Background: an optimization exercise with open tools, aiming at small area, a short achievable clock period and few clock cycles per item. Do not read the settings as production practice.
Where RTL was checked, it was by simulation tests only, not by an equivalence proof against the original.
Only the layout flow was run in runs 1 to 5; the RTL was not checked for function there.
Power figures rest on the tool's default switching activity, not on a simulated workload.

--- design/flow/run.sh ---
#!/bin/bash
# synth_recipe.tcl (not shown) runs the flow's synth.tcl, then flattens the netlist and writes it again
# the make line also repeats each setting of config.mk as NAME=value (left out here)
make -C /OpenROAD-flow-scripts/flow DESIGN_CONFIG=/design/flow/config.mk WORK_HOME=/design/flow/orfs CLKGATE_MAP_FILE= SYNTH_SCRIPT=/design/flow/synth_recipe.tcl finish
--- design/flow/config.mk ---
export PLATFORM = sky130hd
export DESIGN_NAME = circular_deque
export DESIGN_NICKNAME = circular_deque
export VERILOG_FILES = /design/flow/design.v
export SDC_FILE = /design/flow/constraint.sdc
export NUM_CORES = 4
export LEC_CHECK = 0
export CAP_MARGIN = 20
export CORE_MARGIN = 2
export CORE_UTILIZATION = 55
export SETUP_SLACK_MARGIN = 2.4
export SLEW_MARGIN = 20
--- design/flow/constraint.sdc ---
create_clock -name core_clock -period 4.5 [get_ports {clk}]
set_input_delay 0.9000 -clock core_clock [delete_from_list [all_inputs] [get_ports {clk}]]
set_output_delay 0.9000 -clock core_clock [all_outputs]
set_load 0.01 [all_outputs]
--- design/flow/design.v ---
package dq_pkg;
  localparam int VALUE_W     = 32;
  localparam int STATUS_W    = 2;
  localparam int OPCODE_W    = 3;
  localparam int CAP_W       = 5;
  localparam int MODE_W      = 2;
  localparam int CFG_INDEX_W = 1;
  localparam int CFG_DATA_W  = CAP_W;
  localparam int DEPTH       = 16;
  localparam int IDX_W       = 4;
  localparam logic [OPCODE_W-1:0] OP_PUSH_REAR  = 3'd0;
  localparam logic [OPCODE_W-1:0] OP_PUSH_FRONT = 3'd1;
  localparam logic [OPCODE_W-1:0] OP_POP_FRONT  = 3'd2;
  localparam logic [OPCODE_W-1:0] OP_POP_REAR   = 3'd3;
  localparam logic [OPCODE_W-1:0] OP_PEEK_FRONT = 3'd4;
  localparam logic [OPCODE_W-1:0] OP_PEEK_REAR  = 3'd5;
  localparam logic [OPCODE_W-1:0] OP_STATUS     = 3'd6;
  localparam logic [STATUS_W-1:0] ST_OK          = 2'd0;
  localparam logic [STATUS_W-1:0] ST_FULL        = 2'd1;
  localparam logic [STATUS_W-1:0] ST_EMPTY       = 2'd2;
  localparam logic [STATUS_W-1:0] ST_NOT_ALLOWED = 2'd3;
  localparam logic [MODE_W-1:0] MODE_INPUT_RESTRICTED  = 2'd0;
  localparam logic [MODE_W-1:0] MODE_OUTPUT_RESTRICTED = 2'd1;
  localparam logic [MODE_W-1:0] MODE_UNRESTRICTED      = 2'd2;
  localparam logic [CFG_INDEX_W-1:0] CFG_CAPACITY         = 1'd0;
  localparam logic [CFG_INDEX_W-1:0] CFG_RESTRICTION_MODE = 1'd1;
  localparam logic [CAP_W-1:0]   CAPACITY_RESET = 5'd16;
  localparam logic [VALUE_W-1:0] EMPTY_READ     = '1;
  typedef struct packed {
    logic [OPCODE_W-1:0]       opcode;
    logic signed [VALUE_W-1:0] push_value;
  } in_item_t;
  typedef struct packed {
    logic signed [VALUE_W-1:0] read_value;
    logic [STATUS_W-1:0]       status;
    logic                      is_empty;
    logic                      is_full;
  } out_item_t;
  typedef struct packed {
    logic accept;    
    logic fire;      
    logic r_load;    
    logic hold_next;  
    logic o_load;    
    logic o_from_s;  
    logic s_load;    
  } ctrl_cmd_t;
endpackage
module dq_ctrl (
  input  logic              clk,
  input  logic              rst,
  input  logic              in_valid,
  output logic              in_stall,
  output logic              out_valid,
  input  logic              out_stall,
  output dq_pkg::ctrl_cmd_t cmd
);
  logic r_v, s_v;
  logic r_v_next, s_v_next;
  logic adv;
  assign adv = !out_valid || !out_stall;
  always_comb begin
    cmd.accept   = in_valid && !in_stall;
    cmd.fire     = cmd.accept;
    cmd.r_load   = !in_stall;
    cmd.hold_next = r_v_next && s_v_next;
    cmd.o_load   = adv;
    cmd.o_from_s = s_v;
    cmd.s_load   = !s_v && !adv;
  end
  always_ff @(posedge clk) begin
    if (rst) begin
      r_v       <= 1'b0;
      s_v       <= 1'b0;
      in_stall  <= 1'b0;
      out_valid <= 1'b0;
    end else begin
      r_v       <= r_v_next;
      s_v       <= s_v_next;
      in_stall  <= cmd.hold_next;
      if (adv) out_valid <= s_v || r_v;
    end
  end
  assign r_v_next = cmd.fire || (r_v && s_v);
  assign s_v_next = !adv && (s_v || r_v);
endmodule
module dq_datapath (
  input  logic                           clk,
  input  logic                           rst,
  input  dq_pkg::ctrl_cmd_t              cmd,
  input  dq_pkg::in_item_t               in_data,
  input  logic                           cfg_write,
  input  logic [dq_pkg::CFG_INDEX_W-1:0] cfg_index,
  input  logic [dq_pkg::CFG_DATA_W-1:0]  cfg_data,
  output dq_pkg::out_item_t              out_data
);
  localparam int DEPTH = dq_pkg::DEPTH;
  localparam int IDX_W = dq_pkg::IDX_W;
  localparam int VW    = dq_pkg::VALUE_W;
  logic [VW-1:0]             mem [DEPTH];
  logic [DEPTH-1:0]          wmask;              
  logic [IDX_W-1:0]          front, front_m1;    
  logic [IDX_W-1:0]          tail, tail_m1;      
  logic [4:0]                count;
  logic [4:0]                room;
  logic                      empty, full;
  logic [dq_pkg::MODE_W-1:0] mode;
  logic [DEPTH-1:0]          r_sel;        
  logic                      r_ones;       
  logic [3:0]                r_flags;      
  dq_pkg::out_item_t         skid;
  logic op_push_rear, op_push_front, op_pop_front, op_pop_rear;
  logic op_peek_front, op_peek_rear;
  logic refused;
  logic do_push_rear, do_push_front, do_pop_front, do_pop_rear;
  logic rd_front, rd_rear, rd_empty;
  logic inc, dec;
  logic [1:0] status;
  logic empty_n, full_n;
  logic [DEPTH-1:0] dec_front, dec_tail_m1;
  always_comb begin
    op_push_rear  = in_data.opcode == dq_pkg::OP_PUSH_REAR;
    op_push_front = in_data.opcode == dq_pkg::OP_PUSH_FRONT;
    op_pop_front  = in_data.opcode == dq_pkg::OP_POP_FRONT;
    op_pop_rear   = in_data.opcode == dq_pkg::OP_POP_REAR;
    op_peek_front = in_data.opcode == dq_pkg::OP_PEEK_FRONT;
    op_peek_rear  = in_data.opcode == dq_pkg::OP_PEEK_REAR;
    refused = (op_push_front && mode == dq_pkg::MODE_INPUT_RESTRICTED) ||
              (op_pop_rear && mode == dq_pkg::MODE_OUTPUT_RESTRICTED);
    do_push_rear  = op_push_rear && !full;
    do_push_front = op_push_front && !refused && !full;
    do_pop_front  = op_pop_front && !empty;
    do_pop_rear   = op_pop_rear && !refused && !empty;
    rd_front      = (op_pop_front || op_peek_front) && !empty;
    rd_rear       = ((op_pop_rear && !refused) || op_peek_rear) && !empty;
    rd_empty      = (op_pop_front || op_peek_front || op_peek_rear ||
                     (op_pop_rear && !refused)) && empty;
    inc = do_push_rear || do_push_front;
    dec = do_pop_front || do_pop_rear;
    if (refused) begin
      status = dq_pkg::ST_NOT_ALLOWED;
    end else if ((op_push_rear || op_push_front) && full) begin
      status = dq_pkg::ST_FULL;
    end else if (rd_empty) begin
      status = dq_pkg::ST_EMPTY;
    end else begin
      status = dq_pkg::ST_OK;
    end
    empty_n = inc ? 1'b0 : (dec ? (count == 5'd1) : empty);
    full_n  = dec ? 1'b0 : (inc ? (room == 5'd1) : full);
    for (int i = 0; i < DEPTH; i++) begin
      dec_front[i]   = front == IDX_W'(i);
      dec_tail_m1[i] = tail_m1 == IDX_W'(i);
    end
  end
  logic [4:0]       cap_wr;
  logic             cfg_cap, cfg_mode;
  logic [IDX_W-1:0] front_n, front_m1_n, tail_n, tail_m1_n;
  logic [4:0]       count_n, room_n;
  logic             empty_nx, full_nx;
  logic [DEPTH-1:0] wmask_n;
  always_comb begin
    if (cfg_data == 5'd0)      cap_wr = 5'd1;
    else if (cfg_data > 5'd16) cap_wr = 5'd16;
    else                       cap_wr = cfg_data;
    cfg_cap  = cfg_write && cfg_index == dq_pkg::CFG_CAPACITY;
    cfg_mode = cfg_write && cfg_index == dq_pkg::CFG_RESTRICTION_MODE;
    front_n    = front;
    front_m1_n = front_m1;
    tail_n     = tail;
    tail_m1_n  = tail_m1;
    count_n    = count;
    room_n     = room;
    empty_nx   = empty;
    full_nx    = full;
    if (cmd.fire) begin
      if (do_push_rear) begin
        tail_n    = tail + 1'b1;
        tail_m1_n = tail;
      end
      if (do_push_front) begin
        front_n    = front_m1;
        front_m1_n = front_m1 - 1'b1;
      end
      if (do_pop_front) begin
        front_n    = front + 1'b1;
        front_m1_n = front;
      end
      if (do_pop_rear) begin
        tail_n    = tail_m1;
        tail_m1_n = tail_m1 - 1'b1;
      end
      if (inc) begin
        count_n = count + 1'b1;
        room_n  = room - 1'b1;
      end
      if (dec) begin
        count_n = count - 1'b1;
        room_n  = room + 1'b1;
      end
      empty_nx = empty_n;
      full_nx  = full_n;
    end
    if (cfg_cap) begin
      front_n    = '0;
      front_m1_n = '1;
      tail_n     = '0;
      tail_m1_n  = '1;
      count_n    = '0;
      room_n     = cap_wr;
      empty_nx   = 1'b1;
      full_nx    = 1'b0;
    end
    for (int i = 0; i < DEPTH; i++) begin
      wmask_n[i] = (tail_n == IDX_W'(i)) || (front_m1_n == IDX_W'(i));
    end
    if (count_n[4] || cmd.hold_next) wmask_n = '0;
  end
  always_ff @(posedge clk) begin
    if (rst) begin
      front    <= '0;
      front_m1 <= '1;
      tail     <= '0;
      tail_m1  <= '1;
      count    <= '0;
      room     <= dq_pkg::CAPACITY_RESET;
      empty    <= 1'b1;
      full     <= 1'b0;
      mode     <= dq_pkg::MODE_UNRESTRICTED;
      wmask    <= DEPTH'(1) | (DEPTH'(1) << (DEPTH - 1));
    end else begin
      front    <= front_n;
      front_m1 <= front_m1_n;
      tail     <= tail_n;
      tail_m1  <= tail_m1_n;
      count    <= count_n;
      room     <= room_n;
      empty    <= empty_nx;
      full     <= full_nx;
      wmask    <= wmask_n;
      if (cfg_mode) mode <= cfg_data[dq_pkg::MODE_W-1:0];
    end
  end
  always_ff @(posedge clk) begin
    for (int i = 0; i < DEPTH; i++) begin
      if (wmask[i]) mem[i] <= in_data.push_value;
    end
  end
  always_ff @(posedge clk) begin
    if (cmd.r_load) begin
      r_sel   <= ({DEPTH{rd_front}} & dec_front) | ({DEPTH{rd_rear}} & dec_tail_m1);
      r_ones  <= rd_empty;
      r_flags <= {status, empty_n, full_n};
    end
  end
  dq_pkg::out_item_t rres;
  always_comb begin
    rres.read_value = {VW{r_ones}};
    for (int i = 0; i < DEPTH; i++) begin
      rres.read_value = rres.read_value | ({VW{r_sel[i]}} & mem[i]);
    end
    {rres.status, rres.is_empty, rres.is_full} = r_flags;
  end
  always_ff @(posedge clk) begin
    if (cmd.s_load) skid <= rres;
    if (cmd.o_load) out_data <= cmd.o_from_s ? skid : rres;
  end
endmodule
module circular_deque #(
  parameter int DEPTH = 16
) (
  input  logic                           clk,
  input  logic                           rst,
  input  logic                           in_valid,
  output logic                           in_stall,
  input  dq_pkg::in_item_t               in_data,
  output logic                           out_valid,
  input  logic                           out_stall,
  output dq_pkg::out_item_t              out_data,
  input  logic                           cfg_write,
  input  logic [dq_pkg::CFG_INDEX_W-1:0] cfg_index,
  input  logic [dq_pkg::CFG_DATA_W-1:0]  cfg_data
);
  dq_pkg::ctrl_cmd_t cmd;
  dq_ctrl u_ctrl (
    .clk       (clk),
    .rst       (rst),
    .in_valid  (in_valid),
    .in_stall  (in_stall),
    .out_valid (out_valid),
    .out_stall (out_stall),
    .cmd       (cmd)
  );
  dq_datapath u_datapath (
    .clk       (clk),
    .rst       (rst),
    .cmd       (cmd),
    .in_data   (in_data),
    .cfg_write (cfg_write),
    .cfg_index (cfg_index),
    .cfg_data  (cfg_data),
    .out_data  (out_data)
  );
endmodule
==> results of run 1 <==
==> synth_stat cells (21+ instances only) <==
master	number	area (µm²)
edfxtp_1	605	18200
a22oi_1	214	1610
clkbuf_1	63	236
dfxtp_1	50	1000
nor2_1	48	180
nand2_1	39	146
nand3_1	38	190
mux2_2	36	405
nand4_1	34	213
a2111o_1	32	360
a222oi_1	32	320
a21oi_1	22	110
o22ai_1	21	131
==> final cells by class <==
type                            instances  area share [%]
Tap cell                              592            2.49
Antenna cell                            1         0.00840
Multi-Input combinational cell        665            18.4
Timing Repair Buffer                  230            7.79
Clock buffer                           85            6.03
Sequential cell                       655            64.5
Inverter                               17           0.214
Clock inverter                         33           0.550
==> critical path, delay by kind of cell (launching register included) <==
| kind | cells | cell delay [ns] |
|---|---|---|
| and+or+nand+nor | 1 | 0.15 |
| AOI/OAI and AO/OA | 2 | 0.72 |
| muxes | 1 | 0.27 |
| buffers and inverters | 3 | 0.47 |
| DFF | 1 | 0.38 |
==> per-layer routing <==
layer	wire [µm]	GRT usage (%)	vias up	share of wire, %
li1	-	-	6322	-
met1	27700	40.9	7630	41
met2	32900	46.5	733	48
met3	5800	4.77	84	8.5
met4	1450	8.91	4	2.1
met5	107	0.729	-	0.16
==> state kept, by name, indices dropped and copies added, names as in the netlist, 2 cells and up <==
name and cells:
u_datapath.mem 512, u_datapath.out_data 36, u_datapath.skid 36, u_datapath.r_sel 16, u_datapath.wmask 16, u_datapath.count 5
u_datapath.room 5, u_datapath.front 4, u_datapath.front_m1 4, u_datapath.r_flags 4, u_datapath.tail 4, u_datapath.tail_m1 4
u_datapath.mode 2
==> where the power goes <==
group,internal [W],leakage [nW],switching (W)
registers,0.00684,6.07,0.0000670
logic,0.000257,2.99,0.000383
clock network,0.00282,0.964,0.00222
total,0.00992,10.0,0.00267
==> stage by stage <==
step / setup WS, ns / hold WS (ns) / util [%]
after floorplan: 1.88 / 0.422 / -
after global placement: 0.763 / 0.431 / 59.5
after detailed placement: 0.688 / 0.436 / 59.5
after CTS: 2.24 / 0.447 / 66.4
after global routing: 2.19 / 0.454 / 67.6
final: 2.25 / 0.446 / 67.6
==> cells by family after synthesis <==
group	after synthesis	share of synthesized area (%)
flops	655	78.6
compound gates	380	12.2
mux	38	1.74
buf+inv	91	1.55
simple gates	217	4.68
fa+ha+maj	18	0.913
xor+xnor	10	0.359
==> timing repair <==
item / in CTS / in global routing
buffers inserted: 71 / 27
resized for setup: 232 / 93
pin swaps: 50 / 81
cloned: 6 / 3
setup endpoints to repair: 199 / 84
==> worst max path at each step <==
| stage | to | startpoint | slack [ns] | cells past startpoint |
|---|---|---|---|---|
| finish | u_datapath.out_data[9] | u_datapath.r_sel[4] | 2.25 | 7 |
| global route | u_datapath.wmask[5] | in_data[32] | 2.19 | 9 |
| CTS | u_datapath.out_data[27] | u_datapath.r_sel[5] | 2.24 | 7 |
| detailed placement | u_datapath.wmask[7] | in_data[34] | 0.69 | 8 |
| global placement | u_datapath.room[4] | in_data[33] | 0.76 | 8 |
| floorplan | u_datapath.wmask[6] | in_data[34] | 1.88 | 9 |
==> impl_results.md, run 1 <==
* Total negative setup slack at 0 ns
* Post-route cell area at 29800 µm²
* Critical Path AT at 2.59 ns
* Leading cell type in the layout, fill and taps excluded: edfxtp_1
* GRT Total Usage at 28.9%
* Worst flop-to-flop path startpoint: u_datapath.r_sel[4]
* Per-cell routed wire length at 29.9 µm
* Vias per std cell at 6.49
* Number of cells on the worst reg-to-reg path at 7
* Crit-path cells: buf_6 -> buf_12 -> buf_4 -> a222oi_1 -> nand3_1 -> a2111o_1 -> mux2_2
* HP Start: u_datapath.r_flags[2]
* Setup-failing EPs final at 0
* Worst setup SP type: flip-flop
* Peak VDD IR at 0.279 mV
* DRT antenna net count at 0
* Top FF cell, synth: edfxtp_1
* Power per cell area at 423 nW/µm²
* Die area at 46100 µm²
* Status: timing/DRC/antenna clean
* Max-slew violations at 0
* Yosys reg bits at 655
* Worst hold path class: flip-flop to flip-flop
* Worst setup EP type: flip-flop
* Net count after synthesis at 1472
* Register area at 19200 µm²
* Critical Path RT at 4.84 ns
* Initial antenna violation count at 1
* Num CTS Buffers at 68
* Final hold vios at 0
* Number of hold buffers added after cts at 0
* DP Area at 26200 µm²
* Global-route wire length before repair at 95900 µm
* Top-level I/O count at 84
* Port Buf Inserts at 83
* F_max at 444 MHz
* Fillers at 3078
* Worst-case clock buffer depth at 3
* P&R area growth vs syn at 22.0%
* Fin cells at 2278
* Reg2reg end: u_datapath.out_data[9]
* Crit-path slowest cell: a2111o_1
* Largest fanout on the critical path at 8
* Vias in the first global route at 14489
* Worst Tran Pin Value at 0.948 ns
* Core area at 44000 µm²
* R2r setup slk at 2.25 ns
* Most frequent cells in the layout: 605 x edfxtp_1, 179 x a22oi_1, 94 x buf_4, 71 x clkbuf_16, 39 x nor2_1
* Mean area per synthesized cell at 17.3 µm²
* Hold path endpoint: u_datapath.skid[2]
* Async S/R FF share, synth at 0%
* Syn Std Cell Area at 24400 µm²
* Post-DP HPWL at 32100 µm
* Post-synth EDFFs at 605
* Detailed Route WL at 68000 µm
* Die X-Extent at 215 µm
* Cell count after synthesis at 1409
* Layout cells sized above 1 at 26.2%
* Hold path depth at 0
* Clk pin slew, worst setup/hold paths at 0.06 ns
* Kind of critical path: flip-flop to flip-flop
* Max-Cap Viols at 0
* Worst Skew at 0.0251 ns
* Pin count of the biggest net entering global routing at 40
* Clock period minus worst slack at 2.25 ns
* NumNets Final at 1700
* Drt first-iter violations at 1819
* Total grt overflow at 0
* Synth warnings at 3
* # rows at 77
* Register area share after synthesis at 78.6%
* DR DRC count at 0
* Power Total at 0.0126 W
* Lkg Pwr at 10.0 nW
* Root Driver: clkbuf_16
* Chip Height at 215 µm
* RSZ-0062 raised after global routing: yes
* Max incr delay on CP at 0.39 ns
* Netlist cell types at 68
* Fin crit share at 50.0%
* Gpl congestion at 0.823
* Placed Cells at 2052
* CTS Sinks at 655
* Slew headroom at 36.8%
* Area of the multi-input gates at 5490 µm²
* DRT Pass-1 Iters at 6
* H-tree depth at 3
* Via count at 14773
* Initial Util at 55.4%
* TritonCTS clock tree: done
* Clock latency (worst-skew pair) at 0.59 ns
==> inputs of run 2 (changes only) <==
--- a/design/flow/design.v
+++ b/design/flow/design.v
@@ -211,10 +211,30 @@
       empty_nx   = 1'b1;
       full_nx    = 1'b0;
     end
+  end
+  logic [DEPTH-1:0] dec_tail, dec_front_m1;
+  logic             t_keep, t_up, t_down, f_keep, f_up, f_down, w_on;
+  always_comb begin
+    for (int i = 0; i < DEPTH; i++) begin
+      dec_tail[i]     = tail == IDX_W'(i);
+      dec_front_m1[i] = front_m1 == IDX_W'(i);
+    end
+    t_up   = cmd.fire && do_push_rear;
+    t_down = cmd.fire && do_pop_rear;
+    t_keep = !t_up && !t_down;
+    f_down = cmd.fire && do_push_front;
+    f_up   = cmd.fire && do_pop_front;
+    f_keep = !f_up && !f_down;
+    w_on   = !count_n[4] && !cmd.hold_next;
     for (int i = 0; i < DEPTH; i++) begin
-      wmask_n[i] = (tail_n == IDX_W'(i)) || (front_m1_n == IDX_W'(i));
+      wmask_n[i] = w_on && (cfg_cap ? (i == 0 || i == DEPTH - 1) :
+                   ((t_keep && dec_tail[i]) ||
+                    (t_up   && dec_tail[(i + DEPTH - 1) % DEPTH]) ||
+                    (t_down && dec_tail[(i + 1) % DEPTH]) ||
+                    (f_keep && dec_front_m1[i]) ||
+                    (f_up   && dec_front_m1[(i + DEPTH - 1) % DEPTH]) ||
+                    (f_down && dec_front_m1[(i + 1) % DEPTH])));
     end
-    if (count_n[4] || cmd.hold_next) wmask_n = '0;
   end
   always_ff @(posedge clk) begin
     if (rst) begin
@@ -254,16 +274,20 @@
     end
   end
   dq_pkg::out_item_t rres;
+  logic [DEPTH-1:0]  r_sel_q;
   always_comb begin
-    rres.read_value = {VW{r_ones}};
+    r_sel_q         = r_sel & {DEPTH{!cmd.o_from_s}};
+    rres.read_value = {VW{r_ones && !cmd.o_from_s}} |
+                      ({VW{cmd.o_from_s}} & skid.read_value);
     for (int i = 0; i < DEPTH; i++) begin
-      rres.read_value = rres.read_value | ({VW{r_sel[i]}} & mem[i]);
+      rres.read_value = rres.read_value | ({VW{r_sel_q[i]}} & mem[i]);
     end
-    {rres.status, rres.is_empty, rres.is_full} = r_flags;
+    {rres.status, rres.is_empty, rres.is_full} =
+      cmd.o_from_s ? {skid.status, skid.is_empty, skid.is_full} : r_flags;
   end
   always_ff @(posedge clk) begin
     if (cmd.s_load) skid <= rres;
-    if (cmd.o_load) out_data <= cmd.o_from_s ? skid : rres;
+    if (cmd.o_load) out_data <= rres;
   end
 endmodule
 module circular_deque #(
==> impl_results.md, run 2 <==
* Status: timing/DRC/antenna clean
* Clock latency (worst-skew pair) at 0.62 ns
* Fillers at 3212
* Lkg Pwr at 9.75 nW
* Vias per std cell at 6.58
* Most frequent cell after synthesis: edfxtp_1
* Top FF cell, synth: edfxtp_1
* Core area at 45200 µm²
* Clock period minus worst slack at 2.26 ns
* Synth warnings at 3
* Worst setup EP type: flip-flop
* H-tree depth at 3
* Port Buf Inserts at 83
* Synth cell count leaders: 605 x edfxtp_1, 154 x a22oi_1, 68 x clkbuf_1, 66 x a21oi_1, 57 x nand2_1
* Crit-path cells: inv_4 -> ha_4 -> or3b_4 -> mux2_4 -> a32o_2 -> a311o_2 -> a41oi_2
* Max incr delay on CP at 0.45 ns
* Initial antenna violation count at 2
* Clk pin slew, worst setup/hold paths at 0.06 ns
* F_max at 442 MHz
* # rows at 78
* Largest delay share family, worst path: compound AO/OA/AOI/OAI gates
* Pin count of the biggest net entering global routing at 38
* Largest Register: u_datapath.mem
* Final hold vios at 0
* Synth area leader: edfxtp_1
* Initial Util at 55.5%
* Worst setup SP type: flip-flop
* GRT Total Usage at 31.4%
* Post-DP HPWL at 39100 µm
* Total negative setup slack at 0 ns
* Num CTS Buffers at 68
* Die area at 47300 µm²
* Cell count after synthesis at 1559
* Max-Cap Viols at 0
* Drt first-iter violations at 2256
* Worst Tran Pin Value at 0.946 ns
* Detailed Route WL at 73400 µm
* Final core occ at 65.2%
* RSZ-0062 raised after global routing: yes
* TritonCTS clock tree: done
* Synth top area cells: edfxtp_1 72%, a22oi_1 4.6%, dfxtp_1 4.0%
* Area of the multi-input gates at 5780 µm²
* Crit path buf inv count at 1
* Inserted Diodes at 0
* Worst Skew at 0.0262 ns
* Register area share after synthesis at 76.4%
* P&R area growth vs syn at 17.5%
* Chip Height at 218 µm
* Root Driver: clkbuf_16
* Peak VDD IR at 0.337 mV
* Async S/R FF share, synth at 0%
* Worst-case clock buffer depth at 3
* Worst hold path class: flip-flop to flip-flop
* Kind of critical path: flip-flop to flip-flop
* Top cell type's share of synthesized area at 72.4%
* Syn Std Cell Area at 25100 µm²
* Top flop regs: u_datapath.mem: 512 flops, u_datapath.out_data: 36 flops, u_datapath.skid: 36 flops
* NumNets Final at 1798
* DRT antenna net count at 0
* Fin crit share at 50.2%
* Power per cell area at 439 nW/µm²
* Via count at 15680
* Setup-failing EPs final at 0
* Global-route wire length before repair at 105000 µm
* Slew headroom at 36.9%
* Gpl congestion at 0.925
* Total grt overflow at 0
* Mean area per synthesized cell at 16.1 µm²
* Max-slew violations at 0
* Critical Path RT at 5.02 ns
* Max FFs per register at 512
* Net count after synthesis at 1629
* Layout cells sized above 1 at 19.5%
* Register area at 19200 µm²
* Yosys reg bits at 655
* Critical Path AT at 2.78 ns
* Leading cell type in the layout, fill and taps excluded: edfxtp_1
* R2r setup slk at 2.24 ns
* DR DRC count at 0
* Per-cell routed wire length at 30.8 µm
* Netlist cell types at 74
* Most frequent cells in the layout: 605 x edfxtp_1, 154 x a22oi_1, 91 x buf_4, 72 x clkbuf_16, 61 x a21oi_1
* Post-synth EDFFs at 605
* Largest fanout on the critical path at 7
* Crit-path slowest cell: a311o_2
* Vias in the first global route at 15106
* Number of hold buffers added after cts at 0
* Die X-Extent at 218 µm
* Power Total at 0.0130 W
* Top-level I/O count at 84
* CTS Sinks at 655
* DRT Pass-1 Iters at 8
[run 2: cell count changes after synthesis, sizes merged, moves of 22 or more]
cell,change
nor2b,+22
a2111o,-30
a22oi,-60
o21ai,+27
a21oi,+43
mux2,-28
a22o,+24
[run 2: logic make-up after synthesis]
| group | share of synthesized area (%) |
|---|---|
| AND/OR/NAND/NOR | 6.47 |
| AO/OA/AOI/OAI | 12.6 |
| flip-flops | 76.4 |
| buffers and inverters | 1.99 |
| adder cells (fa/ha/maj) | 1.24 |
| multiplexers | 0.973 |
| XOR/XNOR | 0.279 |
[run 2: layer usage]
metal / share of wire (%) / global-route usage [%] / wire, µm
met5: 0.038 / 0 / 28
met4: 2.8 / 10.4 / 2020
met3: 11 / 7.35 / 8100
met2: 46 / 47.8 / 33800
met1: 40 / 45.1 / 29400
[run 2: worst reg2reg max path: stages, from the launching register on]
cell	delay (ns)
dfxtp_4	0.35
inv_4	0.06
ha_4	0.12
or3b_4	0.40
mux2_4	0.31
a32o_2	0.30
a311o_2	0.45
a41oi_2	0.20
[run 2: timing repair]
action                     CTS  global route
setup endpoints to repair  194            96
gates cloned                 3             0
buffers inserted            32            18
pin swaps                    6            11
hold endpoints to repair     0             0
gates resized for setup    208            45
[run 2: worst paths after layout]
kind | startpoint | end | depth (start not counted)
setup reg to reg | u_datapath.count[1] | u_datapath.wmask[12] | 7
setup / recovery | u_datapath.count[1] | u_datapath.wmask[12] | 7
hold reg to reg | u_ctrl.r_v | u_ctrl.r_v | 2
hold / removal | u_ctrl.r_v | u_ctrl.r_v | 2
[run 2: stage by stage]
stage | hold WS, ns | setup slack (ns) | instances | instance area [µm²]
CTS | 0.543 | 2.24 | 2365 | 29200
detailed placement | 0.532 | 0.979 | 2205 | 26800
global placement | 0.537 | 1.05 | 2205 | 26800
global route | 0.574 | 2.22 | 2383 | 29500
floorplan | 0.474 | 1.87 | 1559 | 25200
finish | 0.537 | 2.24 | 2383 | 29500
[run 2: area by class of cell]
type                            count  area share, %
Sequential cell                   655           65.2
Multi-Input combinational cell    800           19.6
Clock buffer                       87           6.30
Timing Repair Buffer              187           5.15
Tap cell                          600           2.55
Clock inverter                     38           1.02
Inverter                           16          0.212
[run 2: where the power goes]
group	switching [W]	internal, W	leakage, nW
sequential	0.0000604	0.00682	6.08
combinational	0.000381	0.000208	2.60
clock	0.00232	0.00316	1.07
total	0.00276	0.0102	9.75
==> inputs of run 3 (changes only) <==
--- a/design/flow/config.mk
+++ b/design/flow/config.mk
@@ -8,5 +8,7 @@
 export CAP_MARGIN = 20
 export CORE_MARGIN = 2
 export CORE_UTILIZATION = 55
+export CTS_CLUSTER_DIAMETER = 70
+export CTS_CLUSTER_SIZE = 24
 export SETUP_SLACK_MARGIN = 2.4
 export SLEW_MARGIN = 20
==> impl_results.md, run 3 <==
* DR DRC count at 0
* Number of cells on the worst reg-to-reg path at 7
* Total negative setup slack at 0 ns
* H-tree depth at 2
* Switching share of power at 21.6%
* Core area at 45200 µm²
* DRT antenna net count at 0
* Pin count of the biggest net entering global routing at 38
* Max-slew violations at 0
* Slew headroom at 35.2%
* Vias per std cell at 6.69
* Fillers at 3335
* RSZ-0062 raised after global routing: yes
* Initial Util at 55.5%
* Detailed Route WL at 72500 µm
* Worst-case clock buffer depth at 3
* Number of hold buffers added after cts at 0
* Vias in the first global route at 14672
* GRT Total Usage at 30.8%
* Synth top area cells: edfxtp_1 72%, a22oi_1 4.6%, dfxtp_1 4.0%
* Fin crit share at 49.9%
* DRT Pass-1 Iters at 6
* Drt first-iter violations at 2356
* Clock share of power at 32.6%
* Critical Path RT at 4.99 ns
* Mean area per synthesized cell at 16.1 µm²
* Worst setup SP type: flip-flop
* Most frequent cell after synthesis: edfxtp_1
* NumNets Final at 1766
* Most frequent cells in the layout: 605 x edfxtp_1, 154 x a22oi_1, 90 x buf_4, 61 x a21oi_1, 54 x nand2_1
* Worst hold path class: flip-flop to flip-flop
* Top flop regs: u_datapath.mem: 512 flops, u_datapath.out_data: 36 flops, u_datapath.skid: 36 flops
* F_max at 445 MHz
* Inserted Diodes at 0
* Reg2reg end: u_datapath.wmask[12]
* P&R area growth vs syn at 13.2%
* Max-Cap Viols at 0
* Peak VDD IR at 0.377 mV
* Pint at 0.00868 W
* Register area share after synthesis at 76.4%
* HP Start: u_ctrl.r_v
* Per-cell routed wire length at 31.3 µm
* Worst Tran Pin Value at 0.970 ns
* Hold path endpoint: u_ctrl.r_v
* Leading cell type in the layout, fill and taps excluded: edfxtp_1
* # rows at 78
* Kind of critical path: flip-flop to flip-flop
* Die X-Extent at 218 µm
* Via count at 15486
* Worst setup EP type: flip-flop
* Top-level I/O count at 84
* Top cell type's share of synthesized area at 72.4%
* Synth area leader: edfxtp_1
* Lkg Pwr at 9.20 nW
* TritonCTS clock tree: done
* Dpl ws at 0.979 ns
* Net count after synthesis at 1629
* Gate power share at 5.3%
* Port Buf Inserts at 83
* Top FF cell, synth: edfxtp_1
* Worst Skew at 0.0252 ns
* Setup-failing EPs final at 0
* Status: timing/DRC/antenna clean
* Largest fanout on the critical path at 7
* Synth cell count leaders: 605 x edfxtp_1, 154 x a22oi_1, 68 x clkbuf_1, 66 x a21oi_1, 57 x nand2_1
* Worst flop-to-flop path startpoint: u_datapath.count[1]
* Root Driver: clkbuf_16
* Async S/R FF share, synth at 0%
* Max FFs per register at 512
* Cell count after synthesis at 1559
* Final worst slack at 2.25 ns
* Clock period minus worst slack at 2.25 ns
* Yosys reg bits at 655
* Total grt overflow at 0
* Clk pin slew, worst setup/hold paths at 0.09 ns
* Num CTS Buffers at 36
* Sequential share of power at 62.1%
* Post-DP HPWL at 39100 µm
* Critical Path AT at 2.74 ns
* R2r setup slk at 2.25 ns
* Netlist cell types at 74
* Global-route wire length before repair at 104000 µm
* Synth warnings at 3
* Sw power at 0.00239 W
* Largest Register: u_datapath.mem
* Hold path depth at 2
* Chip Height at 218 µm
* Post-synth EDFFs at 605
* CTS Sinks at 655
* Die area at 47300 µm²
* Initial antenna violation count at 1
* Syn Std Cell Area at 25100 µm²
* Power per cell area at 389 nW/µm²
* Clock latency (worst-skew pair) at 0.58 ns
* Final core occ at 62.9%
* Layout cells sized above 1 at 17.3%
* Fin Hold WS at 0.540 ns
* Gpl congestion at 0.925
* Final hold vios at 0
==> run 3: changes by cell type in the layout (fill, tap and decap cells not counted), sizes merged, moves of 2 or more <==
cell / delta
clkinv: -23
buf: -5
bufinv: -2
clkbuf: -41
==> run 3: stage by stage <==
| stage | total power, W | cell area [µm²] | instances |
|---|---|---|---|
| 2_1_floorplan | 0.00727 | 25200 | 1559 |
| 3_3_place_gp | 0.00760 | 26800 | 2205 |
| 3_5_place_dp | 0.00761 | 26800 | 2205 |
| 4_1_cts | 0.0111 | 28200 | 2298 |
| 5_1_grt | 0.0114 | 28400 | 2314 |
| 6_report | 0.0111 | 28400 | 2314 |
==> run 3: metal layers <==
layer	up-vias	share of wire [%]	global-route usage, %
met5	-	0.019	0
li1	6589	-	-
met4	2	1.8	6.14
met2	784	47	48.5
met3	79	9.9	4.98
met1	8032	42	46.1
==> run 3: kinds of logic after synthesis <==
logic type | after synthesis | share of synthesized area [%]
flip-flops | 655 | 76.4
buffers and inverters | 107 | 1.99
AND/OR/NAND/NOR | 302 | 6.47
multiplexers | 23 | 0.973
XOR/XNOR | 8 | 0.279
adder cells (fa/ha/maj) | 25 | 1.24
AO/OA/AOI/OAI | 439 | 12.6
==> run 3: power groups by stage <==
| stage | sequential [W] | combinational, W | clock [W] |
|---|---|---|---|
| floorplan | 0.00704 | 0.000236 | 0 |
| detailed placement | 0.00702 | 0.000590 | 0 |
| CTS | 0.00687 | 0.000584 | 0.00365 |
| finish | 0.00687 | 0.000589 | 0.00360 |
| global route | 0.00688 | 0.000632 | 0.00386 |
| global placement | 0.00701 | 0.000586 | 0 |
==> run 3: worst max-delay path: stages, from the launching register on <==
cell and delay (ns):
dfxtp_4 0.36, inv_4 0.07, ha_4 0.12, or3b_4 0.39, mux2_4 0.30, a32o_2 0.30, a311o_2 0.45, a41oi_2 0.19
==> run 3: area by class of cell <==
cell class	instances	area, µm²	share of cell area (%)
Multi-Input combinational cell	800	5760	20.3
Inverter	16	62.6	0.220
Clock inverter	14	159	0.559
Timing Repair Buffer	187	1520	5.34
Sequential cell	655	19200	67.6
Clock buffer	42	945	3.33
Tap cell	600	751	2.64
==> run 3: worst max-delay path by stage <==
| stage | startpoint | endpoint | slack (ns) | cells after the start |
|---|---|---|---|---|
| floorplan | out_stall | u_datapath.skid[0] | 1.87 | 3 |
| global placement | in_data[34] | u_datapath.wmask[15] | 1.05 | 6 |
| detailed placement | in_data[34] | u_datapath.wmask[15] | 0.98 | 6 |
| CTS | u_datapath.count[0] | u_datapath.wmask[12] | 2.27 | 7 |
| global route | u_datapath.count[0] | u_datapath.wmask[11] | 2.23 | 7 |
| finish | u_datapath.count[1] | u_datapath.wmask[12] | 2.25 | 7 |
==> run 3: what timing repair did <==
item / in CTS / in global routing
resized for setup: 200 / 47
hold endpoints to repair: 0 / 0
pin swaps: 6 / 12
setup buffers: 34 / 16
setup endpoints to repair: 194 / 79
gates cloned: 3 / 0
==> inputs of run 4 (changes only) <==
--- a/design/flow/design.v
+++ b/design/flow/design.v
@@ -98,12 +98,13 @@
   localparam int IDX_W = dq_pkg::IDX_W;
   localparam int VW    = dq_pkg::VALUE_W;
   logic [VW-1:0]             mem [DEPTH];
-  logic [DEPTH-1:0]          wmask;              
+  logic [DEPTH-1:0]          wslot;              
+  logic                      w_en;               
   logic [IDX_W-1:0]          front, front_m1;    
   logic [IDX_W-1:0]          tail, tail_m1;      
-  logic [4:0]                count;
   logic [4:0]                room;
   logic                      empty, full;
+  logic                      cap_all;            
   logic [dq_pkg::MODE_W-1:0] mode;
   logic [DEPTH-1:0]          r_sel;        
   logic                      r_ones;       
@@ -146,7 +147,7 @@
     end else begin
       status = dq_pkg::ST_OK;
     end
-    empty_n = inc ? 1'b0 : (dec ? (count == 5'd1) : empty);
+    empty_n = inc ? 1'b0 : (dec ? (tail_m1 == front) : empty);
     full_n  = dec ? 1'b0 : (inc ? (room == 5'd1) : full);
     for (int i = 0; i < DEPTH; i++) begin
       dec_front[i]   = front == IDX_W'(i);
@@ -156,9 +157,10 @@
   logic [4:0]       cap_wr;
   logic             cfg_cap, cfg_mode;
   logic [IDX_W-1:0] front_n, front_m1_n, tail_n, tail_m1_n;
-  logic [4:0]       count_n, room_n;
+  logic [4:0]       room_n;
   logic             empty_nx, full_nx;
-  logic [DEPTH-1:0] wmask_n;
+  logic [DEPTH-1:0] wslot_n;
+  logic             w_en_n;
   always_comb begin
     if (cfg_data == 5'd0)      cap_wr = 5'd1;
     else if (cfg_data > 5'd16) cap_wr = 5'd16;
@@ -169,7 +171,6 @@
     front_m1_n = front_m1;
     tail_n     = tail;
     tail_m1_n  = tail_m1;
-    count_n    = count;
     room_n     = room;
     empty_nx   = empty;
     full_nx    = full;
@@ -190,14 +191,8 @@
         tail_n    = tail_m1;
         tail_m1_n = tail_m1 - 1'b1;
       end
-      if (inc) begin
-        count_n = count + 1'b1;
-        room_n  = room - 1'b1;
-      end
-      if (dec) begin
-        count_n = count - 1'b1;
-        room_n  = room + 1'b1;
-      end
+      if (inc) room_n = room - 1'b1;
+      if (dec) room_n = room + 1'b1;
       empty_nx = empty_n;
       full_nx  = full_n;
     end
@@ -206,14 +201,13 @@
       front_m1_n = '1;
       tail_n     = '0;
       tail_m1_n  = '1;
-      count_n    = '0;
       room_n     = cap_wr;
       empty_nx   = 1'b1;
       full_nx    = 1'b0;
     end
   end
   logic [DEPTH-1:0] dec_tail, dec_front_m1;
-  logic             t_keep, t_up, t_down, f_keep, f_up, f_down, w_on;
+  logic             t_keep, t_up, t_down, f_keep, f_up, f_down;
   always_comb begin
     for (int i = 0; i < DEPTH; i++) begin
       dec_tail[i]     = tail == IDX_W'(i);
@@ -225,15 +219,15 @@
     f_down = cmd.fire && do_push_front;
     f_up   = cmd.fire && do_pop_front;
     f_keep = !f_up && !f_down;
-    w_on   = !count_n[4] && !cmd.hold_next;
+    w_en_n = !(full_nx && cap_all) && !cmd.hold_next;
     for (int i = 0; i < DEPTH; i++) begin
-      wmask_n[i] = w_on && (cfg_cap ? (i == 0 || i == DEPTH - 1) :
+      wslot_n[i] = cfg_cap ? (i == 0 || i == DEPTH - 1) :
                    ((t_keep && dec_tail[i]) ||
                     (t_up   && dec_tail[(i + DEPTH - 1) % DEPTH]) ||
                     (t_down && dec_tail[(i + 1) % DEPTH]) ||
                     (f_keep && dec_front_m1[i]) ||
                     (f_up   && dec_front_m1[(i + DEPTH - 1) % DEPTH]) ||
-                    (f_down && dec_front_m1[(i + 1) % DEPTH])));
+                    (f_down && dec_front_m1[(i + 1) % DEPTH]));
     end
   end
   always_ff @(posedge clk) begin
@@ -242,28 +236,30 @@
       front_m1 <= '1;
       tail     <= '0;
       tail_m1  <= '1;
-      count    <= '0;
       room     <= dq_pkg::CAPACITY_RESET;
+      cap_all  <= 1'b1;
       empty    <= 1'b1;
       full     <= 1'b0;
       mode     <= dq_pkg::MODE_UNRESTRICTED;
-      wmask    <= DEPTH'(1) | (DEPTH'(1) << (DEPTH - 1));
+      wslot    <= DEPTH'(1) | (DEPTH'(1) << (DEPTH - 1));
+      w_en     <= 1'b1;
     end else begin
       front    <= front_n;
       front_m1 <= front_m1_n;
       tail     <= tail_n;
       tail_m1  <= tail_m1_n;
-      count    <= count_n;
       room     <= room_n;
+      if (cfg_cap) cap_all <= cap_wr == 5'(DEPTH);
       empty    <= empty_nx;
       full     <= full_nx;
-      wmask    <= wmask_n;
+      wslot    <= wslot_n;
+      w_en     <= w_en_n;
       if (cfg_mode) mode <= cfg_data[dq_pkg::MODE_W-1:0];
     end
   end
   always_ff @(posedge clk) begin
     for (int i = 0; i < DEPTH; i++) begin
-      if (wmask[i]) mem[i] <= in_data.push_value;
+      if (w_en && wslot[i]) mem[i] <= in_data.push_value;
     end
   end
   always_ff @(posedge clk) begin
==> impl_results.md, run 4 <==
* Mean area per synthesized cell at 16.1 µm²
* Max-slew violations at 0
* Net count after synthesis at 1613
* Netlist cell types at 61
* Yosys reg bits at 652
* Cell count after synthesis at 1546
* Via count at 15312
* Hold path endpoint: u_datapath.w_en
* Worst Tran Pin Value at 1.04 ns
* Async S/R FF share, synth at 0%
* Slew headroom at 30.7%
* Max FFs per register at 512
* Worst setup EP type: flip-flop
* Fin crit share at 52.7%
* Peak VDD IR at 0.313 mV
* Clock period minus worst slack at 2.37 ns
* Power Total at 0.0111 W
* CTS Sinks at 652
* Worst hold path class: flip-flop to flip-flop
* Worst-case clock buffer depth at 3
* Post-DP HPWL at 37300 µm
* TritonCTS clock tree: done
* Clk pin slew, worst setup/hold paths at 0.08 ns
* Hold path depth at 1
* R2r setup slk at 2.13 ns
* Initial Util at 56.0%
* Lkg Pwr at 9.28 nW
* Worst Skew at 0.0217 ns
* P&R area growth vs syn at 14.5%
* Synth top area cells: edfxtp_1 73%, a22oi_1 5.1%, dfxtp_1 3.8%
* NumNets Final at 1728
* H-tree depth at 2
* Vias in the first global route at 14580
* Power per cell area at 389 nW/µm²
* Status: timing/DRC/antenna clean
* F_max at 422 MHz
* Drt first-iter violations at 2031
* DP Area at 26600 µm²
* HP Start: u_datapath.cap_all
* Synth cell count leaders: 605 x edfxtp_1, 169 x a22oi_1, 72 x clkbuf_1, 60 x nand3_1, 55 x nand2_1
* Die X-Extent at 217 µm
* Syn Std Cell Area at 24900 µm²
* Critical Path AT at 2.64 ns
* Most frequent cells in the layout: 605 x edfxtp_1, 166 x a22oi_1, 70 x buf_4, 57 x nand3_1, 53 x nand2_1
* Clock latency (worst-skew pair) at 0.58 ns
* DR DRC count at 0
* Kind of critical path: flip-flop to flip-flop
* Chip Height at 217 µm
* Total negative setup slack at 0 ns
* Critical Path RT at 4.77 ns
* Top FF cell, synth: edfxtp_1
* Detailed Route WL at 69800 µm
* Die area at 47000 µm²
* Synth area leader: edfxtp_1
* Max-Cap Viols at 0
* Root Driver: clkbuf_16
* Initial antenna violation count at 1
* RSZ-0062 raised after global routing: yes
* GRT Total Usage at 29.6%
* Worst flop-to-flop path startpoint: u_datapath.w_en
* Post-route cell area at 28500 µm²
* Worst setup SP type: flip-flop
* # rows at 77
* DRT Pass-1 Iters at 6
* Top flop regs: u_datapath.mem: 512 flops, u_datapath.out_data: 36 flops, u_datapath.skid: 36 flops
* Top cell type's share of synthesized area at 72.9%
* Reg2reg end: u_datapath.mem[4][12]
* DRT antenna net count at 0
* Per-cell routed wire length at 30.7 µm
* Fin Hold WS at 0.467 ns
* Synth warnings at 3
* Gpl congestion at 0.863
* Port Buf Inserts at 83
* Most frequent cell after synthesis: edfxtp_1
* Vias per std cell at 6.74
* Inserted Diodes at 0
* Pin count of the biggest net entering global routing at 41
* Register area share after synthesis at 76.7%
* Largest Register: u_datapath.mem
* Top-level I/O count at 84
* Layout cells sized above 1 at 16.4%
* Post-synth EDFFs at 605
* Num CTS Buffers at 36
* Total grt overflow at 0
* Largest fanout on the critical path at 23
* Leading cell type in the layout, fill and taps excluded: edfxtp_1
* Setup-failing EPs final at 0
* Global-route wire length before repair at 100000 µm
* Core area at 44500 µm²
* Final hold vios at 0
* Number of hold buffers added after cts at 0
* Number of cells on the worst reg-to-reg path at 2
==> run 4: cell types whose count changed in the layout (fill, tap and decap cells not counted), sizes merged, moves of 20 or more <==
cell and change:
nor2b -20, nand4 -32, a21oi -40, a41o +25
inv +30, a2111oi +32
==> run 4: power breakdown <==
part	internal [W]	switching [W]	total [W]
registers	0.00677	0.0000594	0.00683
logic	0.000242	0.000383	0.000625
clock network	0.00170	0.00193	0.00363
total	0.00872	0.00237	0.0111
==> run 4: final cells by class <==
cell class,instances,area [µm²]
Inverter,45,169
Tap cell,592,741
Multi-Input combinational cell,751,5850
Timing Repair Buffer,175,1540
Sequential cell,652,19100
Clock inverter,12,154
Fill cell,3227,16000
Clock buffer,46,980
==> run 4: per-layer routing <==
| metal | global-route usage [%] | vias up | share of wire (%) |
|---|---|---|---|
| met2 | 48.0 | 810 | 48 |
| met3 | 4.07 | 109 | 8.8 |
| met4 | 6.67 | 2 | 2.1 |
| met1 | 43.2 | 7846 | 41 |
| met5 | 0 | - | 0.019 |
| li1 | - | 6545 | - |
==> run 4: stage by stage <==
| step | worst slack, ns | std cells | utilization [%] |
|---|---|---|---|
| floorplan | 2.17 | 1546 | - |
| global placement | 1.31 | 2174 | 59.7 |
| detailed placement | 1.26 | 2174 | 59.7 |
| CTS | 2.16 | 2265 | 63.3 |
| global route | 2.08 | 2273 | 64.1 |
| finish | 2.13 | 2273 | 64.1 |
==> run 4: critical path: stages (launching register included) <==
cell,delay (ns)
dfxtp_1,0.69
and2_2,0.94
buf_4,0.38
==> run 4: worst max path at each step <==
stage                          startpoint                     to  slack [ns]
after floorplan               in_data[32]    u_datapath.wslot[5]        2.17
after global placement        in_data[32]    u_datapath.wslot[0]        1.31
after detailed placement      in_data[32]   u_datapath.wslot[10]        1.26
after CTS                 u_datapath.w_en  u_datapath.mem[4][12]        2.16
after global routing      u_datapath.w_en  u_datapath.mem[4][17]        2.08
final                     u_datapath.w_en  u_datapath.mem[4][12]        2.13
==> run 4: what timing repair did <==
action | CTS | global route
pin swaps | 3 | 9
gates cloned | 1 | 1
hold endpoints to repair | 0 | 0
gates resized for setup | 224 | 70
setup buffers | 32 | 7
endpoints found under the setup margin | 430 | 358
==> run 4: cell families (layout without fill, tap and decap cells) <==
group | after synthesis | count (layout) | synth area share, %
DFF | 652 | 652 | 76.7
adders and majority gates | 21 | 21 | 1.05
buffers and inverters | 144 | 278 | 2.37
muxes | 5 | 5 | 0.221
and+or+nand+nor | 256 | 257 | 5.25
xor gates and xnor gates | 7 | 7 | 0.246
AOI/OAI and AO/OA | 461 | 461 | 14.2
==> inputs of run 5 (changes only) <==
--- a/design/flow/config.mk
+++ b/design/flow/config.mk
@@ -8,7 +8,7 @@
 export CAP_MARGIN = 20
 export CORE_MARGIN = 2
 export CORE_UTILIZATION = 55
-export CTS_CLUSTER_DIAMETER = 70
-export CTS_CLUSTER_SIZE = 24
+export CTS_CLUSTER_DIAMETER = 80
+export CTS_CLUSTER_SIZE = 30
 export SETUP_SLACK_MARGIN = 2.4
 export SLEW_MARGIN = 20
==> impl_results.md, run 5 <==
* Status: timing/DRC/antenna clean
* Via count at 15248
* Die X-Extent at 217 µm
* Kind of critical path: flip-flop to output pin
* Num CTS Buffers at 29
* Inserted Diodes at 0
* Crit path buf inv count at 1
* Fin crit share at 48.0%
* Max-slew violations at 0
* Lkg Pwr at 9.14 nW
* Syn Std Cell Area at 24900 µm²
* Worst Skew at 0.0248 ns
* Die area at 47000 µm²
* Final hold vios at 0
* CP Depth at 1
* Global-route wire length before repair at 99900 µm
* Cell count after synthesis at 1546
* Largest fanout on the critical path at 1
* Pin count of the biggest net entering global routing at 41
* Sequential share of power at 63.5%
* Crit. Startpoint: u_datapath.out_data[15]
* H-tree depth at 1
* Synth warnings at 3
* HP Start: u_datapath.cap_all
* P&R area growth vs syn at 13.1%
* Power per cell area at 381 nW/µm²
* Final worst slack at 2.34 ns
* DRT Pass-1 Iters at 7
* Worst setup EP type: output pin
* Gpl congestion at 0.863
* Yosys reg bits at 652
* Net count after synthesis at 1613
* Synth cell count leaders: 605 x edfxtp_1, 169 x a22oi_1, 72 x clkbuf_1, 60 x nand3_1, 55 x nand2_1
* DRT antenna net count at 0
* DR DRC count at 0
* Async S/R FF share, synth at 0%
* NumNets Final at 1713
* Top FF cell, synth: edfxtp_1
* Clock period minus worst slack at 2.16 ns
* Most frequent cells in the layout: 605 x edfxtp_1, 169 x a22oi_1, 69 x buf_4, 59 x nand3_1, 53 x nand2_1
* Worst setup SP type: flip-flop
* Top flop regs: u_datapath.mem: 512 flops, u_datapath.out_data: 36 flops, u_datapath.skid: 36 flops
* Port Buf Inserts at 83
* GRT Total Usage at 29.3%
* Post-synth EDFFs at 605
* Drt first-iter violations at 2122
* Largest delay share family, worst path: flip-flops
* Power Total at 0.0108 W
* Top cell type's share of synthesized area at 72.9%
* Crit-path slowest cell: edfxtp_1
* Number of cells on the worst reg-to-reg path at 2
* Switching share of power at 21.8%
* Clock share of power at 30.8%
* Netlist cell types at 61
* Worst flop-to-flop path startpoint: u_datapath.w_en
* Max-Cap Viols at 0
* CTS Sinks at 652
* Setup-failing EPs final at 0
* Core area at 44500 µm²
* Post-DP HPWL at 37300 µm
* Detailed Route WL at 69500 µm
* Chip Height at 217 µm
* Pint at 0.00841 W
* Vias per std cell at 6.76
* Total negative setup slack at 0 ns
* F_max at 463 MHz
* TritonCTS clock tree: done
* Register area share after synthesis at 76.7%
* Crit-path cells: buf_2
* Dpl ws at 1.26 ns
* Top-level I/O count at 84
* Slew headroom at 34.9%
* Max incr delay on CP at 0.47 ns
* Worst-case clock buffer depth at 3
* Total grt overflow at 0
* Worst Tran Pin Value at 0.976 ns
* Synth area leader: edfxtp_1
* Max FFs per register at 512
* Root Driver: clkbuf_16
* Critical Path RT at 3.60 ns
* Leading cell type in the layout, fill and taps excluded: edfxtp_1
* Gate power share at 5.7%
* Synth top area cells: edfxtp_1 73%, a22oi_1 5.1%, dfxtp_1 3.8%
* Clock latency (worst-skew pair) at 0.62 ns
* Per-cell routed wire length at 30.8 µm
* Initial antenna violation count at 1
* Most frequent cell after synthesis: edfxtp_1
* Vias in the first global route at 14599
* Initial Util at 56.0%
* Fin Hold WS at 0.465 ns
* # rows at 77
* Layout cells sized above 1 at 15.9%
* RSZ-0062 raised after global routing: yes
* Largest Register: u_datapath.mem
* Sw power at 0.00235 W
* Worst hold path class: flip-flop to flip-flop
* Mean area per synthesized cell at 16.1 µm²
* Critical Path AT at 1.26 ns
* Peak VDD IR at 0.311 mV
* Clk pin slew, worst setup/hold paths at 0.11 ns
* Hold path depth at 1
[run 5: changes by cell type in the layout (fill, tap and decap cells not counted), sizes merged]
cell	previous run	this run
buf	121	122
clkinvlp	1	0
clkinv	3	6
clkdlybuf4s15	8	2
inv	51	54
bufinv	2	3
clkbuf	50	30
[run 5: path summary, 6_finish.rpt]
| path | slack [ns] | end |
|---|---|---|
| setup reg to reg | 2.36 | u_datapath.mem[8][4] |
| setup / recovery | 2.34 | out_data[15] |
| hold / removal | 0.47 | u_datapath.w_en |
| hold reg to reg | 0.47 | u_datapath.w_en |
[run 5: per-stage QoR]
stage | cells | area, µm² | utilization, %
floorplan | 1546 | 25000 | -
global placement | 2174 | 26600 | 59.7
detailed placement | 2174 | 26600 | 59.7
CTS | 2251 | 27800 | 62.6
global route | 2254 | 28200 | 63.4
finish | 2254 | 28200 | 63.4
[run 5: final cells by class]
cell class	instances	area [µm²]
Timing Repair Buffer	167	1400
Tap cell	592	741
Fill cell	3250	16300
Clock buffer	29	726
Clock inverter	18	236
Sequential cell	652	19100
Multi-Input combinational cell	751	5820
Inverter	45	169
[run 5: layer usage]
metal  track usage (%)  part of all wire (%)  up-vias
met3              3.07                   7.9       76
met1              42.9                    41     7891
met2              48.5                    49      756
met5                 0                 0.019        -
li1                  -                     -     6523
met4              5.57                   1.9        2
[run 5: timing repair]
action,CTS,global route
hold endpoints to repair,0,0
cloned,1,0
setup endpoints to repair,438,364
hold buffers,0,0
pin swaps,2,6
gates resized for setup,237,58
buffers inserted,29,3
[run 5: power by group through the flow]
stage | Clock, W | Combinational [W] | Sequential (W)
after CTS | 0.00336 | 0.000572 | 0.00683
after detailed placement | 0 | 0.000575 | 0.00697
after global placement | 0 | 0.000569 | 0.00697
after floorplan | 0 | 0.000235 | 0.00698
final | 0.00332 | 0.000609 | 0.00683
after global routing | 0.00355 | 0.000654 | 0.00685
[run 5: logic make-up after synthesis]
| family | Yosys count | share of synthesized area (%) |
|---|---|---|
| adder cells (fa/ha/maj) | 21 | 1.05 |
| buffers and inverters | 144 | 2.37 |
| XOR/XNOR | 7 | 0.246 |
| flip-flops | 652 | 76.7 |
| AND/OR/NAND/NOR | 256 | 5.25 |
| multiplexers | 5 | 0.221 |
| AO/OA/AOI/OAI | 461 | 14.2 |
==> inputs of run 6 (changes only) <==
--- a/design/flow/design.v
+++ b/design/flow/design.v
@@ -40,10 +40,8 @@
     logic accept;    
     logic fire;      
     logic r_load;    
-    logic hold_next;  
+    logic hold;      
     logic o_load;    
-    logic o_from_s;  
-    logic s_load;    
   } ctrl_cmd_t;
 endpackage
 module dq_ctrl (
@@ -55,34 +53,26 @@
   input  logic              out_stall,
   output dq_pkg::ctrl_cmd_t cmd
 );
-  logic r_v, s_v;
-  logic r_v_next, s_v_next;
+  logic r_v;
   logic adv;
-  assign adv = !out_valid || !out_stall;
+  assign adv      = !out_valid || !out_stall;
+  assign in_stall = r_v && !adv;
   always_comb begin
-    cmd.accept   = in_valid && !in_stall;
-    cmd.fire     = cmd.accept;
-    cmd.r_load   = !in_stall;
-    cmd.hold_next = r_v_next && s_v_next;
-    cmd.o_load   = adv;
-    cmd.o_from_s = s_v;
-    cmd.s_load   = !s_v && !adv;
+    cmd.accept = in_valid && !in_stall;
+    cmd.fire   = cmd.accept;
+    cmd.r_load = !in_stall;
+    cmd.hold   = in_stall;
+    cmd.o_load = adv;
   end
   always_ff @(posedge clk) begin
     if (rst) begin
       r_v       <= 1'b0;
-      s_v       <= 1'b0;
-      in_stall  <= 1'b0;
       out_valid <= 1'b0;
     end else begin
-      r_v       <= r_v_next;
-      s_v       <= s_v_next;
-      in_stall  <= cmd.hold_next;
-      if (adv) out_valid <= s_v || r_v;
+      r_v <= cmd.fire || in_stall;
+      if (adv) out_valid <= r_v;
     end
   end
-  assign r_v_next = cmd.fire || (r_v && s_v);
-  assign s_v_next = !adv && (s_v || r_v);
 endmodule
 module dq_datapath (
   input  logic                           clk,
@@ -109,7 +99,6 @@
   logic [DEPTH-1:0]          r_sel;        
   logic                      r_ones;       
   logic [3:0]                r_flags;      
-  dq_pkg::out_item_t         skid;
   logic op_push_rear, op_push_front, op_pop_front, op_pop_rear;
   logic op_peek_front, op_peek_rear;
   logic refused;
@@ -219,7 +208,7 @@
     f_down = cmd.fire && do_push_front;
     f_up   = cmd.fire && do_pop_front;
     f_keep = !f_up && !f_down;
-    w_en_n = !(full_nx && cap_all) && !cmd.hold_next;
+    w_en_n = !(full_nx && cap_all);
     for (int i = 0; i < DEPTH; i++) begin
       wslot_n[i] = cfg_cap ? (i == 0 || i == DEPTH - 1) :
                    ((t_keep && dec_tail[i]) ||
@@ -259,7 +248,7 @@
   end
   always_ff @(posedge clk) begin
     for (int i = 0; i < DEPTH; i++) begin
-      if (w_en && wslot[i]) mem[i] <= in_data.push_value;
+      if (w_en && !cmd.hold && wslot[i]) mem[i] <= in_data.push_value;
     end
   end
   always_ff @(posedge clk) begin
@@ -270,19 +259,14 @@
     end
   end
   dq_pkg::out_item_t rres;
-  logic [DEPTH-1:0]  r_sel_q;
   always_comb begin
-    r_sel_q         = r_sel & {DEPTH{!cmd.o_from_s}};
-    rres.read_value = {VW{r_ones && !cmd.o_from_s}} |
-                      ({VW{cmd.o_from_s}} & skid.read_value);
+    rres.read_value = {VW{r_ones}};
     for (int i = 0; i < DEPTH; i++) begin
-      rres.read_value = rres.read_value | ({VW{r_sel_q[i]}} & mem[i]);
+      rres.read_value = rres.read_value | ({VW{r_sel[i]}} & mem[i]);
     end
-    {rres.status, rres.is_empty, rres.is_full} =
-      cmd.o_from_s ? {skid.status, skid.is_empty, skid.is_full} : r_flags;
+    {rres.status, rres.is_empty, rres.is_full} = r_flags;
   end
   always_ff @(posedge clk) begin
-    if (cmd.s_load) skid <= rres;
     if (cmd.o_load) out_data <= rres;
   end
 endmodule
--- a/design/flow/config.mk
+++ b/design/flow/config.mk
@@ -10,5 +10,5 @@
 export CORE_UTILIZATION = 55
 export CTS_CLUSTER_DIAMETER = 80
 export CTS_CLUSTER_SIZE = 30
-export SETUP_SLACK_MARGIN = 2.4
+export SETUP_SLACK_MARGIN = 2.55
 export SLEW_MARGIN = 20
==> impl_results.md, run 6 <==
* Status: timing/DRC/antenna clean
* Switching share of power at 23.0%
* Crit-path slowest cell: edfxtp_1
* Core area at 41900 µm²
* Post-synth EDFFs at 569
* DRT antenna net count at 0
* Die X-Extent at 210 µm
* Synth area leader: edfxtp_1
* Area of the multi-input gates at 5220 µm²
* Worst flop-to-flop path startpoint: u_ctrl.out_valid
* Pin count of the biggest net entering global routing at 52
* GRT Max-Usage Layer: met2
* Post-route cell area at 27100 µm²
* Multiplexer share of the synthesized area at 0.0431%
* Clock share of power at 32.7%
* Clock latency (worst-skew pair) at 0.63 ns
* Critical Path AT at 1.23 ns
* Top-level I/O count at 84
* Mean area per synthesized cell at 16.5 µm²
* DR DRC count at 0
* Fillers at 2990
* Clk pin slew, worst setup/hold paths at 0.10 ns
* Top FF cell, synth: edfxtp_1
* Synth cell count leaders: 569 x edfxtp_1, 192 x a22oi_1, 71 x clkbuf_1, 52 x nand3_1, 51 x nand2_1
* Netlist cell types at 59
* # rows at 75
* Sequential share of power at 62.0%
* Combinational family with the most area after synthesis: compound AO/OA/AOI/OAI gates
* GR Layer Usage met1 at 44.3%
* GRT met3 Usage at 4.47%
* Syn Std Cell Area at 23200 µm²
* Clock period minus worst slack at 2.13 ns
* Total negative setup slack at 0 ns
* Number of hold buffers added after cts at 0
* Crit path buf inv count at 1
* Worst hold path class: flip-flop to flip-flop
* Via count at 14571
* Die area at 43900 µm²
* Reg2reg end: u_datapath.mem[15][2]
* DP Area at 24600 µm²
* Num CTS Buffers at 31
* TritonCTS clock tree: done
* NumNets Final at 1625
* Largest Register: u_datapath.mem
* F_max at 469 MHz
* Setup-failing EPs final at 0
* Layout cells sized above 1 at 17.5%
* GRT met2 Usage at 49.3%
* Leading cell type in the layout, fill and taps excluded: edfxtp_1
* Net count after synthesis at 1473
* Cell count after synthesis at 1406
* Async S/R FF share, synth at 0%
* Register area at 18000 µm²
* Sw power at 0.00238 W
* Critical Path RT at 3.60 ns
* Dpl ws at 0.926 ns
* Crit-path cells: buf_2
* Worst-case clock buffer depth at 3
* Top flop regs: u_datapath.mem: 512 flops, u_datapath.out_data: 36 flops
* HP Start: u_datapath.cap_all
* Global-route wire length before repair at 95700 µm
* Max-Cap Viols at 0
* P&R area growth vs syn at 16.8%
* Peak VDD IR at 0.261 mV
* Largest delay share family, worst path: flip-flops
* Worst Skew at 0.0264 ns
* Most frequent cell after synthesis: edfxtp_1
* Yosys reg bits at 614
* Power Total at 0.0104 W
* Max FFs per register at 512
* DRT Pass-1 Iters at 5
* Synth warnings at 3
* Worst Tran Pin Value at 0.783 ns
* Gpl congestion at 0.797
* Largest fanout on the critical path at 1
* Worst setup EP type: output pin
* CTS Sinks at 614
* Final worst slack at 2.37 ns
* Worst setup SP type: flip-flop
* Lkg Pwr at 8.90 nW
* Initial Util at 55.5%
* Chip Height at 210 µm
* Most frequent cells in the layout: 569 x edfxtp_1, 192 x a22oi_1, 50 x nand3_1, 50 x buf_12, 49 x nand2_1
* Detailed Route WL at 67500 µm
* CP Depth at 1
* R2r setup slk at 2.49 ns
* Vias per std cell at 6.86
* Gate power share at 5.4%
* Vias in the first global route at 13600
* H-tree depth at 1
* Slew headroom at 47.8%
* Final hold vios at 0
* CP Capture Point: out_data[19]
* Drt first-iter violations at 2261
* Final core occ at 64.8%
* Number of cells on the worst reg-to-reg path at 5
* Synth top area cells: edfxtp_1 74%, a22oi_1 6.2%, dfxtp_1 3.9%
* Max incr delay on CP at 0.44 ns
* Crit. Startpoint: u_datapath.out_data[19]
* Xor and xnor area share after synthesis at 0.264%
* GRT Total Usage at 30.5%
* Post-DP HPWL at 29600 µm
* Register area share after synthesis at 77.4%
* Top cell type's share of synthesized area at 73.6%
* Port Buf Inserts at 83
* Fin crit share at 47.4%
* RSZ-0062 raised after global routing: yes
* Adder-cell area share of the yosys netlist at 1.13%
* Initial antenna violation count at 3
* Post-synthesis compound-gate area fraction at 13.9%
* Kind of critical path: flip-flop to output pin
* Total grt overflow at 0
* Max-slew violations at 0
* Root Driver: clkbuf_16
* Pint at 0.00798 W
* Power per cell area at 382 nW/µm²
* Synth Area in Simple Gates at 5.38%
* Per-cell routed wire length at 31.8 µm
run 6: cell types whose count changed after synthesis, moves of 17 or more:
cell       previous run  this run
nor3_1               39        11
inv_1                45        14
a2111oi_0            33         1
a2111o_1              0        32
a22oi_1             169       192
o22ai_1              23        49
nand4_1              10        34
a22o_1               29         1
a41o_1               26         0
edfxtp_1            605       569
a31oi_1              19         2
run 6: area by class of cell:
type                    instances  share of cell area (%)
clock inverters                22                    1.02
well taps                     539                    2.49
diodes                          2                  0.0184
clock buffers                  36                    2.93
flip-flops and latches        614                    66.4
inverters                      14                   0.203
multi-input cells             711                    19.2
repair buffers                186                    7.76
run 6: cell families after synthesis:
family / Yosys count
AOI/OAI and AO/OA: 427
xor gates and xnor gates: 7
adders and majority gates: 21
buffers and inverters: 100
DFF: 614
muxes: 1
and+or+nand+nor: 236
run 6: per-stage QoR:
step                      hold WS (ns)  std cells
after floorplan                  0.358       1406
after global placement           0.382       1964
after detailed placement         0.383       1964
after CTS                        0.405       2080
after global routing             0.418       2122
final                            0.396       2124
run 6: how the worst min path moves through the flow:
| stage | end | slack [ns] | cells after the start |
|---|---|---|---|
| floorplan | u_datapath.w_en | 0.36 | 1 |
| global placement | u_datapath.w_en | 0.38 | 1 |
| detailed placement | u_datapath.w_en | 0.38 | 1 |
| CTS | u_datapath.w_en | 0.41 | 1 |
| global route | u_datapath.w_en | 0.42 | 1 |
| finish | u_datapath.w_en | 0.40 | 1 |
run 6: repair_timing:
action,CTS,global route
setup buffers,38,42
pin swaps,27,26
cloned,20,0
gates resized for setup,211,31
endpoints found under the setup margin,658,356
run 6: per-layer routing:
metal / vias to the layer above / part of all wire (%)
li1: 6167 / -
met1: 7473 / 40
met2: 840 / 48
met3: 85 / 10
met4: 6 / 2.2
met5: - / 0.061
run 6: power by group through the flow:
stage / clock network, W / logic [W] / registers (W)
5_1_grt: 0.00362 / 0.000594 / 0.00644
3_3_place_gp: 0 / 0.000543 / 0.00655
2_1_floorplan: 0 / 0.000220 / 0.00657
3_5_place_dp: 0 / 0.000549 / 0.00655
6_report: 0.00338 / 0.000557 / 0.00642
4_1_cts: 0.00342 / 0.000531 / 0.00642
Testbench counts of run 6, summed over its fixed seeds: cycles 19,264, items 19,200.

## static timing again, ports no longer ideal
In the flow no input, the clock included, has a driving cell. The finished layouts below were timed again as built, in two steps. Step 1 sets driving cells, clkbuf_16 on the clock port and buf_2 on the other inputs (assumed; they add their load-dependent delay and slew). Step 2 also shifts input and output timing later by t, the mid clock arrival at the registers, as if the neighbouring blocks saw the same clock. Three values: ideal, step 1, step 2; two values: the first two.
run	shift t [ns]	slack for setup (ns)	hold slack, ns	worst register clock-pin slew, ns
run 1	0.637	2.248 / 2.248 / 1.644	0.446 / 0.446 / 0.446	0.06 / 0.06
run 2	0.669	2.239 / 2.239 / 1.689	0.537 / 0.537 / 0.537	0.07 / 0.07
run 3	0.621	2.254 / 2.254 / 1.676	0.540 / 0.540 / 0.540	0.10 / 0.10
run 4	0.626	2.128 / 2.128 / 1.843	0.467 / 0.467 / 0.467	0.10 / 0.10
run 5	0.672	2.339 / 2.278 / 1.826	0.465 / 0.465 / 0.465	0.11 / 0.11
run 6	0.674	2.367 / 2.309 / 1.811	0.396 / 0.396 / 0.396	0.11 / 0.11
After both steps setup and hold are still met in every run listed. For run 1, which loses most, drivers alone change the setup slack by 0.000 ns; drivers and shift together by -0.604 ns.
